This design comes from an exercise in tuning for small area and a short achievable clock period on the open sky130 flow, not from production work. In this exercise RTL edits were held to simulation tests only and were not proved equivalent to the original. Power and IR drop assume default switching activity.

== old ==
Design tcp_frame_top, start of the top module:
module tcp_frame_top #(
	parameter int TCP_OPT_WORDS = 3
) (
	input  logic                          clk,
	input  logic                          rst_n,
	input  logic                          start,
	input  logic [47:0]                   mac_dst,
	input  logic [47:0]                   mac_src,
	input  logic [15:0]                   mac_type,
	input  logic [7:0]                    ip_dsf,
	input  logic [15:0]                   ip_id,
	input  logic [2:0]                    ip_flag,
	input  logic [12:0]                   ip_frag_offset,
	input  logic [7:0]                    ip_ttl,
	input  logic [7:0]                    ip_prot,
	input  logic [31:0]                   ip_src,
	input  logic [31:0]                   ip_dst,
	input  logic [15:0]                   tcp_src_port,
	input  logic [15:0]                   tcp_dst_port,
	input  logic [31:0]                   tcp_seq_num,
	input  logic [31:0]                   tcp_ack_num,
	input  logic [3:0]                    tcp_head_len,
	input  logic [5:0]                    tcp_flags,
	input  logic [15:0]                   tcp_window,
	input  logic [15:0]                   tcp_urgent_ptr,
	input  logic [TCP_OPT_WORDS*32-1:0]   tcp_options,
	input  logic [15:0]                   payload_len,
	input  logic [15:0]                   payload_sum,
	input  logic                          data_out_rd,
	input  logic [31:0]                   data_in,
	output logic [31:0]                   data_out,
	output logic [1:0]                    be_out,
	output logic                          data_out_rdy,
	output logic                          sop,
	output logic                          eop,
	output logic                          data_in_rd,
	output logic                          busy
);
For scale: about 2,100 cells after synthesis, about 620 flip-flops.
Settings: LEC_CHECK=0, CAP_MARGIN=20, CORE_MARGIN=2, CORE_UTILIZATION=60, SLEW_MARGIN=20, SYNTH_HIERARCHICAL=1, SYNTH_MINIMUM_KEEP_SIZE=0; clock period 14.0 ns.
standard.sh (not shown) runs the stock make flow with config.mk's settings and CLKGATE_MAP_FILE= SYNTH_SCRIPT=/design/flow/synth_recipe.tcl, a recipe that flattens the netlist after the stock synthesis.
==> flow/flow/run.sh <==
#!/bin/bash
# The standard layout (standard.sh, standard synthesis unchanged) with three
# layout knobs: port buffers of buf_1 cells instead of the delay cells buffer_ports
# picks by default; a clock tree of clkbuf_16 with larger sink clusters and no
# dummy loads; and repair_timing asked for extra setup margin so that it works
# below the design's period. make's full output is in standard.log; each step's
# log is under orfs/logs.
set -euo pipefail
export BUFFER_PORTS_ARGS="-buffer_cell sky130_fd_sc_hd__buf_1"
export CTS_ARGS="-sink_clustering_enable -repair_clock_nets -dont_use_dummy_load -buf_list sky130_fd_sc_hd__clkbuf_16 -sink_clustering_size 30 -sink_clustering_max_diameter 80 -sink_buffer_max_cap_derate 1.0"
export SETUP_SLACK_MARGIN=8.0
bash standard.sh finish > standard.log 2>&1
For new, these inputs were changed with respect to old:
--- a/flow/design.v
+++ b/flow/design.v
@@ -3,18 +3,37 @@
 	input  logic        lo_pay,        
 	input  logic        rd_ok,         
 	input  logic        data_out_rd,
 	input  logic [15:0] data_in_hi,
 	input  logic [15:0] head_lo,
 	output logic [15:0] data_out_lo,
 	output logic        data_in_rd
 );
-	assign data_out_lo = lo_pay ? data_in_hi : head_lo;
-	assign data_in_rd  = data_out_rd & rd_ok;
+	logic [15:0] pay_n;    
+	logic [15:0] head_n;   
+	assign head_n = ~(head_lo & {16{~lo_pay}});
+	payload_nand u_sel (
+		.a(data_in_hi),
+		.b({16{lo_pay}}),
+		.y(pay_n)
+	);
+	payload_nand u_merge (
+		.a(pay_n),
+		.b(head_n),
+		.y(data_out_lo)
+	);
+	assign data_in_rd = data_out_rd & rd_ok;
+endmodule
+module payload_nand (
+	input  logic [15:0] a,
+	input  logic [15:0] b,
+	output logic [15:0] y
+);
+	assign y = ~(a & b);
 endmodule
 `timescale 1ns/1ps
 module tcp_frame_top #(
 	parameter int TCP_OPT_WORDS = 3
 ) (
 	input  logic                          clk,
 	input  logic                          rst_n,
 	input  logic                          start,
@@ -82,17 +101,16 @@
 	logic [15:0] tcp_dst_port_q;
 	logic [31:0] tcp_seq_num_q;
 	logic [31:0] tcp_ack_num_q;
 	logic [3:0]  tcp_head_len_q;
 	logic [5:0]  tcp_flags_q;
 	logic [15:0] tcp_window_q;
 	logic [15:0] tcp_urgent_ptr_q;
 	logic [95:0] tcp_options_q;
-	logic [15:0] carry;
 	logic [15:0] ip_total_len_in;
 	logic [15:0] tcp_len_in;
 	logic busy_n, pay_n, lo_pay_n, xq_n, pz_n, rdok_n;
 	logic [16:0] wsel_n;
 	logic [13:0] prem_n;
 	assign capture      = start & ~busy_q;
 	assign accept       = busy_q & data_out_rd;
 	assign last         = lo_pay_q & pz;
@@ -165,21 +183,19 @@
 		end
 	end
 	always_ff @(posedge clk) begin
 		wsel <= wsel_n;
 		prem <= prem_n;
 		xq   <= xq_n;
 		pz   <= pz_n;
 	end
-	always_ff @(posedge clk) begin
-		stp     <= {stp[9:1] & {9{~capture}}, capture};
-		ip_fold <= ~capture & (ip_fold | stp[4]);
-		tc_fold <= ~capture & (tc_fold | stp[10]);
-	end
+	assign stp     = wsel[9:0] & {10{data_out_rd}};
+	assign ip_fold = ~|wsel[3:0];
+	assign tc_fold = ~|wsel[9:0];
 	always_ff @(posedge clk) begin
 		if (capture) begin
 			mac_dst_q        <= mac_dst;
 			mac_src_q        <= mac_src;
 			mac_type_q       <= mac_type;
 			ip_dsf_q         <= ip_dsf;
 			ip_total_len_q   <= ip_total_len_in;
 			ip_id_q          <= ip_id;
@@ -195,20 +211,16 @@
 			tcp_ack_num_q    <= tcp_ack_num;
 			tcp_head_len_q   <= tcp_head_len;
 			tcp_flags_q      <= tcp_flags;
 			tcp_window_q     <= tcp_window;
 			tcp_urgent_ptr_q <= tcp_urgent_ptr;
 			tcp_options_q    <= tcp_options;
 		end
 	end
-	always_ff @(posedge clk) begin
-		if (data_out_rd)
-			carry <= data_in[15:0];
-	end
 	logic [15:0] ip_al, ip_ah, tc_al, tc_ah;
 	logic        ip_cl, ip_ch, tc_cl, tc_ch;
 	logic [31:0] ip_term, tc_term;
 	logic [16:0] ip_lo, ip_hi, tc_lo, tc_hi;
 	logic [15:0] ip_sum, tc_sum;
 	logic [15:0] ip_chksum;
 	logic [15:0] tcp_chksum;
 	assign ip_term = ({32{stp[1]}} & ip_src_q)
@@ -237,18 +249,23 @@
 			ip_ah <= {8'h45, ip_dsf};
 			ip_cl <= 1'b0;
 			ip_ch <= 1'b0;
 			tc_al <= tcp_len_in;
 			tc_ah <= payload_sum;
 			tc_cl <= 1'b0;
 			tc_ch <= 1'b0;
 		end else begin
-			ip_al <= ip_lo[15:0];
-			ip_cl <= ip_lo[16];
+			if (lo_pay_q & data_out_rd) begin
+				ip_al <= data_in[15:0];
+				ip_cl <= 1'b0;
+			end else begin
+				ip_al <= ip_lo[15:0];
+				ip_cl <= ip_lo[16];
+			end
 			ip_ah <= ip_fold ? {15'h0, ip_ch} : ip_hi[15:0];
 			ip_ch <= ~ip_fold & ip_hi[16];
 			tc_al <= tc_lo[15:0];
 			tc_cl <= tc_lo[16];
 			tc_ah <= tc_fold ? {15'h0, tc_ch} : tc_hi[15:0];
 			tc_ch <= ~tc_fold & tc_hi[16];
 		end
 	end
@@ -321,17 +338,17 @@
 		({16{wsel[8]}} & W8[15:0]) |
 		({16{wsel[9]}} & W9[15:0]) |
 		({16{wsel[10]}} & W10[15:0]) |
 		({16{wsel[11]}} & W11[15:0]) |
 		({16{wsel[12]}} & W12[15:0]) |
 		({16{wsel[13]}} & W13[15:0]) |
 		({16{wsel[14]}} & W14[15:0]) |
 		({16{wsel[15]}} & W15[15:0]);
-	assign data_out[31:16] = head_word[31:16] | ({16{pay_q}} & carry);
+	assign data_out[31:16] = head_word[31:16] | ({16{pay_q}} & ip_al);
 	payload_aligner u_aligner (
 		.lo_pay(lo_pay_q),
 		.rd_ok(rdok),
 		.data_out_rd(data_out_rd),
 		.data_in_hi(data_in[31:16]),
 		.head_lo(head_word[15:0]),
 		.data_out_lo(data_out[15:0]),
 		.data_in_rd(data_in_rd)
==> run summary <==
Taking old as the reference point, the switching part of the total of new falls by 0.31 points.
new and old ended up with nearly the same final critical-path required period.
The initial standard-cell utilization of the core of new and that of old are within noise of each other.
Of new and old, old shows the higher logic gate share of total power, with new below it.
On final cell count, new and old are neck and neck.
The higher utilization of new and old is in old.
new vs old, area of placed instances went down by about 2%.
Relative to old, area growth from synthesis to layout has decreased by 0.61 points in new.
Compared with old, new shows a lower post-synthesis instance area.

-- afterwards: timing with drivers on the ports --
In the flow no input, the clock included, has a driving cell. The finished layouts below were timed again as built, in two steps.
Step 1: set_driving_cell puts a clkbuf_16 on clk and a buf_2 on each other input, an assumption about the parent block.
Step 2 moves the port delays by t, midway between the first and last clock arrival at a register: inputs arrive t later, outputs are due t later. That takes back most of the time a late clock gives input paths.
Slacks: no drivers / after step 1 / after step 2; pairs: no drivers / after step 1.
run	t, ns	setup slack, ns	worst data-port slew with drivers (ns)
old	0.639	7.922 / 7.754 / 7.703	0.18
new	0.670	7.924 / 7.871 / 7.392	0.09
After both steps setup and hold are still met in every run listed. The setup slack of new, which loses most, moves by -0.053 ns with the drivers and by -0.532 ns with both steps.
